Context: an optimization exercise on an open-source flow, tuned for small area and a short achievable clock period. The choices shown serve that exercise and are no tape-out recipe. Power figures rest on the tool's default switching activity, not on a simulated workload.

Design counter_top, start of the top module:
module counter_top (
  input  logic                        i_pclk,
  input  logic                        i_prst_n,
  input  logic [31:0]                 i_paddr,
  input  logic [31:0]                 i_pwdata,
  input  logic                        i_pwrite,
  input  logic                        i_psel,
  input  logic                        i_penable,
  output logic [31:0]                 o_prdata,
  input  logic [cnt_pkg::CNT_NUM-1:0] i_extern_din_a,
  output logic [cnt_pkg::CNT_NUM-1:0] o_extern_dout_a,
  output logic [cnt_pkg::CNT_NUM-1:0] o_extern_dout_a_oen,
  output logic                        o_int
);
Size in the first run: roughly 490 flip-flops, roughly 110 I/O pins, roughly 25000 um^2 of cells after synthesis.
==> module cnt_channel, before the edit <==
module cnt_channel (
  input  logic        i_pclk,
  input  logic        i_prst_n,
  input  logic        i_wr,
  input  logic        i_rd,
  input  logic        i_sel_ctrl,
  input  logic        i_sel_tgt,
  input  logic        i_sel_cnt,
  input  logic        i_sel_cap,
  input  logic        i_glb_trig,    
  input  logic [31:0] i_wdata,
  input  logic        i_din_a,
  output logic        o_dout_a,
  output logic        o_dout_a_oen,
  output logic [31:0] o_rdata,       
  output logic        o_cmp_evt,
  output logic        o_cap_evt
);
  logic        en_q, edge_q, ovwr_q;
  logic [31:0] tgt_q;
  logic        clear_q;      
  logic        run_nx_q;     
  logic        run_q;
  logic [31:0] cnt_q;
  logic [31:0] cap_q;
  logic        full_q;
  logic        cap_vld_q;
  logic        dout_q, cmp_evt_q, cap_evt_q;
  logic        din_s1, din_s2, din_d;
  logic ctrl_wr, glb, start_in, stop_in, clear_in;
  logic load, counting, eq, hit, edge_hit, cap_take, cap_read;
  assign ctrl_wr  = i_wr & i_sel_ctrl;
  assign glb      = i_glb_trig & en_q;
  assign start_in = (ctrl_wr & i_wdata[4]) | (glb & i_wdata[0]);
  assign stop_in  = (ctrl_wr & i_wdata[5]) | (glb & i_wdata[1]);
  assign clear_in = (ctrl_wr & i_wdata[6]) | (glb & i_wdata[2]);
  always_ff @(posedge i_pclk or negedge i_prst_n) begin
    if (!i_prst_n) begin
      en_q   <= 1'b0;
      edge_q <= 1'b0;
      ovwr_q <= 1'b0;
    end else if (ctrl_wr) begin
      en_q   <= i_wdata[0];
      edge_q <= i_wdata[1];
      ovwr_q <= i_wdata[2];
    end
  end
  always_ff @(posedge i_pclk or negedge i_prst_n) begin
    if (!i_prst_n) begin
      tgt_q <= '0;
    end else if (i_wr & i_sel_tgt) begin
      tgt_q <= i_wdata;
    end
  end
  always_ff @(posedge i_pclk or negedge i_prst_n) begin
    if (!i_prst_n) begin
      clear_q  <= 1'b0;
      run_nx_q <= 1'b0;
      run_q    <= 1'b0;
    end else begin
      clear_q  <= clear_in;
      run_nx_q <= ~stop_in & (start_in | run_nx_q);
      run_q    <= run_nx_q;
    end
  end
  assign load     = i_wr & i_sel_cnt;
  assign counting = run_q & en_q;
  assign eq       = (cnt_q == tgt_q);
  assign hit      = counting & eq & ~clear_q & ~load;
  always_ff @(posedge i_pclk or negedge i_prst_n) begin
    if (!i_prst_n) begin
      cnt_q <= '0;
    end else if (clear_q) begin
      cnt_q <= '0;
    end else if (load) begin
      cnt_q <= i_wdata;
    end else if (counting) begin
      cnt_q <= eq ? 32'd0 : cnt_q + 32'd1;
    end
  end
  always_ff @(posedge i_pclk or negedge i_prst_n) begin
    if (!i_prst_n) begin
      dout_q    <= 1'b0;
      cmp_evt_q <= 1'b0;
    end else begin
      dout_q    <= dout_q ^ hit;
      cmp_evt_q <= hit;
    end
  end
  always_ff @(posedge i_pclk or negedge i_prst_n) begin
    if (!i_prst_n) begin
      din_s1 <= 1'b0;
      din_s2 <= 1'b0;
      din_d  <= 1'b0;
    end else begin
      din_s1 <= i_din_a;
      din_s2 <= din_s1;
      din_d  <= din_s2;
    end
  end
  assign edge_hit = (din_s2 ^ din_d) & (din_d == edge_q);
  assign cap_take = en_q & edge_hit & (~full_q | ovwr_q);
  assign cap_read = i_rd & i_sel_cap;
  always_ff @(posedge i_pclk or negedge i_prst_n) begin
    if (!i_prst_n) begin
      full_q    <= 1'b0;
      cap_evt_q <= 1'b0;
    end else begin
      full_q    <= cap_take | (full_q & ~cap_read);
      cap_evt_q <= cap_take;
    end
  end
  always_ff @(posedge i_pclk) begin
    if (cap_take) begin
      cap_q <= cnt_q;
    end
  end
  always_ff @(posedge i_pclk or negedge i_prst_n) begin
    if (!i_prst_n) begin
      cap_vld_q <= 1'b0;
    end else if (cap_take) begin
      cap_vld_q <= 1'b1;
    end
  end
  assign o_rdata = ({32{i_sel_tgt}} & tgt_q)
                 | ({32{i_sel_cnt}} & cnt_q)
                 | ({32{i_sel_cap & cap_vld_q}} & cap_q)
                 | ({32{i_sel_ctrl}} & {22'd0, full_q, run_q, 5'd0, ovwr_q, edge_q, en_q});
  assign o_dout_a     = dout_q;
  assign o_dout_a_oen = en_q;
  assign o_cmp_evt    = cmp_evt_q;
  assign o_cap_evt    = cap_evt_q;
endmodule
==> flow/config.mk <==
export PLATFORM = sky130hd
export DESIGN_NAME = counter_top
export DESIGN_NICKNAME = counter_top
export VERILOG_FILES = /design/flow/design.v
export SDC_FILE = /design/flow/constraint.sdc
export NUM_CORES = 4
export LEC_CHECK = 0
export CAP_MARGIN = 20
export CORE_MARGIN = 2
export CORE_UTILIZATION = 40
export SLEW_MARGIN = 20
==> flow/constraint.sdc <==
create_clock -name core_clock -period 3.5 [get_ports {i_pclk}]
set_input_delay 0.7000 -clock core_clock [delete_from_list [all_inputs] [get_ports {i_pclk}]]
set_output_delay 0.7000 -clock core_clock [all_outputs]
set_load 0.01 [all_outputs]
run.sh (not shown) runs the stock make flow with config.mk's settings and CLKGATE_MAP_FILE= SYNTH_SCRIPT=/design/flow/synth_recipe.tcl, a recipe that flattens the netlist after the stock synthesis.
Change:
--- a/flow/design.v
+++ b/flow/design.v
@@ -66,10 +66,11 @@
   output logic        o_cmp_evt,
   output logic        o_cap_evt
 );
   logic        en_q, edge_q, ovwr_q;
   logic [31:0] tgt_q;
+  logic        tgt_vld_q;
   logic        clear_q;      
   logic        run_nx_q;     
   logic        run_q;
   logic [31:0] cnt_q;
   logic [31:0] cap_q;
@@ -93,15 +94,20 @@
       en_q   <= i_wdata[0];
       edge_q <= i_wdata[1];
       ovwr_q <= i_wdata[2];
     end
   end
+  always_ff @(posedge i_pclk) begin
+    if (i_wr & i_sel_tgt) begin
+      tgt_q <= i_wdata;
+    end
+  end
   always_ff @(posedge i_pclk or negedge i_prst_n) begin
     if (!i_prst_n) begin
-      tgt_q <= '0;
+      tgt_vld_q <= 1'b0;
     end else if (i_wr & i_sel_tgt) begin
-      tgt_q <= i_wdata;
+      tgt_vld_q <= 1'b1;
     end
   end
   always_ff @(posedge i_pclk or negedge i_prst_n) begin
     if (!i_prst_n) begin
       clear_q  <= 1'b0;
@@ -113,11 +119,11 @@
       run_q    <= run_nx_q;
     end
   end
   assign load     = i_wr & i_sel_cnt;
   assign counting = run_q & en_q;
-  assign eq       = (cnt_q == tgt_q);
+  assign eq       = tgt_vld_q ? (cnt_q == tgt_q) : (cnt_q == 32'd0);
   assign hit      = counting & eq & ~clear_q & ~load;
   always_ff @(posedge i_pclk or negedge i_prst_n) begin
     if (!i_prst_n) begin
       cnt_q <= '0;
     end else if (clear_q) begin
@@ -170,11 +176,11 @@
       cap_vld_q <= 1'b0;
     end else if (cap_take) begin
       cap_vld_q <= 1'b1;
     end
   end
-  assign o_rdata = ({32{i_sel_tgt}} & tgt_q)
+  assign o_rdata = ({32{i_sel_tgt & tgt_vld_q}} & tgt_q)
                  | ({32{i_sel_cnt}} & cnt_q)
                  | ({32{i_sel_cap & cap_vld_q}} & cap_q)
                  | ({32{i_sel_ctrl}} & {22'd0, full_q, run_q, 5'd0, ovwr_q, edge_q, en_q});
   assign o_dout_a     = dout_q;
   assign o_dout_a_oen = en_q;
=> Power fell by 1.7%. Non-clock buffer count drops by 41. Sequential share of layout area grows by 4.4 points. Synthesized cell count drops by 5.9%. Final area drops by 4.3%. Worst setup slack improves by 0.14 ns. Combinational power decreases by 12%. Cell count drops by 7.4%. Worst hold slack gets better by 0.046 ns. Clock skew grows by 0.0045 ns. Routed wire length falls by 2.9%. Clock-buffer cell count went up by 9. Die area drops by 3.4%.
No functional check of the RTL was part of any run of this note.

==> port drivers added, routing unchanged <==
The flow's constraints put no driver on any port. The routed layouts listed below were extracted and timed again, unchanged, in two steps.
Step 1, drivers: a clkbuf_16 drives i_pclk and a buf_2 each remaining input, both assumed.
Step 2 moves the port delays by t, midway between the first and last clock arrival at a register: inputs arrive t later, outputs are due t later. That takes back most of the time a late clock gives input paths.
a / b / c = no drivers / after step 1 / after step 2; a / b = the first two.
run	t (ns)	setup WS [ns]	hold WS [ns]	worst setup path after step 2	cell pins on the clock port's net
the first run	0.681	0.311 / 0.311 / -0.071	0.054 / 0.045 / 0.349	input to register	1
the second run	0.667	0.452 / 0.472 / -0.177	0.101 / 0.091 / 0.346	input to register	1
Met with ideal ports but missed after step 2: setup timing in the first run and the second run. For the second run, which loses most, drivers alone change the setup slack by +0.020 ns; drivers and shift together by -0.629 ns.
